Context: an optimization exercise on an open-source flow, tuned for small area. The choices shown serve that exercise and are no tape-out recipe. The RTL was checked by simulation tests, not by an equivalence proof against the original design.

Setup of job 101:
==> flow/design.v (excerpt) <==
module nn_param_loader #(
  parameter int unsigned FRAME_BITS  = 368,
  parameter int unsigned LOAD_CYCLES = 3,
  parameter int unsigned NBYTES      = (FRAME_BITS + 7) / 8,
  parameter int unsigned CNT_W       = $clog2(NBYTES + 1)
) (
  input  logic                  clk,
  input  logic                  rst,
  input  logic [7:0]            s_data,
  input  logic                  s_valid,
  input  logic                  s_sof,
  output logic                  s_ready,
  output logic [FRAME_BITS-1:0] params,
  output logic                  load_params,
  output logic                  frame_done,
  output logic                  frame_err
);
  localparam int unsigned SH_W = NBYTES * 8;
  logic [CNT_W-1:0]      cnt_q;       
  logic                  commit_q;    
  logic                  load_q;
  logic                  done_q;
  logic                  l2_q;        
  logic                  l3_q;
  logic                  err_q;
  logic [SH_W-1:0]       shadow_q;
  logic [FRAME_BITS-1:0] params_q;
  logic beat, last;
  logic sh_en, sh_hold, pr_en, pr_hold;
  assign s_ready = !rst && !load_q && !commit_q;
  assign beat    = s_valid && s_ready;
  assign last    = !s_sof && (cnt_q == CNT_W'(NBYTES - 1));
  assign sh_en   = beat;
  assign sh_hold = !beat && !rst;
  assign pr_en   = commit_q && !rst;
  assign pr_hold = !commit_q && !rst;
  logic [SH_W-1:0] shadow_in;
  generate
    if (NBYTES > 1) begin : g_shift
      assign shadow_in = {s_data, shadow_q[SH_W-1:8]};
    end else begin : g_one
      assign shadow_in = s_data;
    end
  endgenerate
  always_ff @(posedge clk) begin
    shadow_q <= ({SH_W{sh_en}} & shadow_in) | ({SH_W{sh_hold}} & shadow_q);
    params_q <= ({FRAME_BITS{pr_en}} & shadow_q[FRAME_BITS-1:0])
              | ({FRAME_BITS{pr_hold}} & params_q);
  end
  always_ff @(posedge clk) begin
    if (rst) begin
      cnt_q    <= '0;
      commit_q <= 1'b0;
      load_q   <= 1'b0;
      done_q   <= 1'b0;
      l2_q     <= 1'b0;
      l3_q     <= 1'b0;
      err_q    <= 1'b0;
    end else begin
  ...
For scale: ~2500 cells after synthesis, roughly 750 flip-flops, roughly 0.023 mm² of cells after synthesis.
clock: 4.0 ns
lec_check: 0
abc_area: 1
cap_margin: 20
core_margin: 2
core_utilization: 60
cts_buf_list: sky130_fd_sc_hd__clkbuf_8
slew_margin: 20
standard.sh (not shown) runs the stock make flow with config.mk's settings and CLKGATE_MAP_FILE= SYNTH_SCRIPT=/design/flow/synth_recipe.tcl, a recipe that flattens the netlist after the stock synthesis.
==> flow/flow/run.sh <==
#!/bin/bash
# Standard ORFS layout, with every port buffered by the smallest buffer and clock tree
# synthesis without dummy loads. Each tool's output goes to a log of its own here.
set -euo pipefail
bash standard.sh finish \
  "BUFFER_PORTS_ARGS=-buffer_cell sky130_fd_sc_hd__buf_1" \
  "CTS_ARGS=-sink_clustering_enable -repair_clock_nets -dont_use_dummy_load -buf_list sky130_fd_sc_hd__clkbuf_8" \
  > standard_flow.log 2>&1
The final layout from job 101, which completed every stage, passed the timing, design-rule and antenna checks at the end of the flow.
Input changes introduced in job 103 (baseline for comparison: job 101):
==> flow/run.sh (new file) <==
#!/bin/bash
# synth_recipe.tcl (not shown) runs the flow's synth.tcl, then flattens the netlist and writes it again
# the make line also repeats each setting of config.mk as NAME=value (left out here)
make -C /OpenROAD-flow-scripts/flow DESIGN_CONFIG=/design/flow/config.mk WORK_HOME=/design/flow/orfs CLKGATE_MAP_FILE= SYNTH_SCRIPT=/design/flow/synth_recipe.tcl finish
removed: flow/flow/run.sh
removed: flow/standard.sh
Notes after the runs:
Via count of the first global-routing pass (job 103 vs. job 101) increases by a few percent
From job 101 to job 103 the numbers moved as follows: fraction of area in clock buffers and inverters picked up an extra 1.5 points; maximum number of pins on one net before global-route repair picked up an extra 5; worst slack on hold paths picked up an extra 45 ps; delay of the slowest cell on the worst path lost 150 ps; final critical delay including setup and external delays picked up an extra 820 ps.
Job 103 -> job 101: final setup TNS delta 0, exact match
NOTE: worst setup slack in job 103 falls short of that of job 101
The run showing the smaller slew of the pin with the lowest slew margin is job 101.
Looking at type of the tightest min-delay check, the primary input to flip-flop result is from job 101; the flip-flop to flip-flop one comes from job 103.
Lower number of non-filler instances in the completed layout among job 101 and job 103: job 101

## static timing again, ports no longer ideal
No port has a modelled driver above. Below, the same layouts with a new extraction and two added sets of constraints.
Step 1 (the two cells are an assumption about what drives the block):
set clk [get_ports {clk}]
set_driving_cell -lib_cell sky130_fd_sc_hd__clkbuf_16 $clk
set_driving_cell -lib_cell sky130_fd_sc_hd__buf_2 [delete_from_list [all_inputs] $clk]
Step 2, shift: input delay + t, output delay - t, t = (earliest + latest rising clock arrival at the registers) / 2. This alone moves slack from input paths to output paths.
Three values: ideal ports, drivers, drivers and shift; two values: the first two.
run	t (ns)	setup WS [ns]	worst register clock-pin slew, ns
job 101	0.691	1.717 / 1.747 / 1.056	0.06 / 0.06
job 103	0.697	0.902 / 0.867 / 0.643	0.07 / 0.07
After both steps setup and hold are still met in every run listed. The setup slack of job 101, which loses most, moves by +0.030 ns with the drivers and by -0.661 ns with both steps.
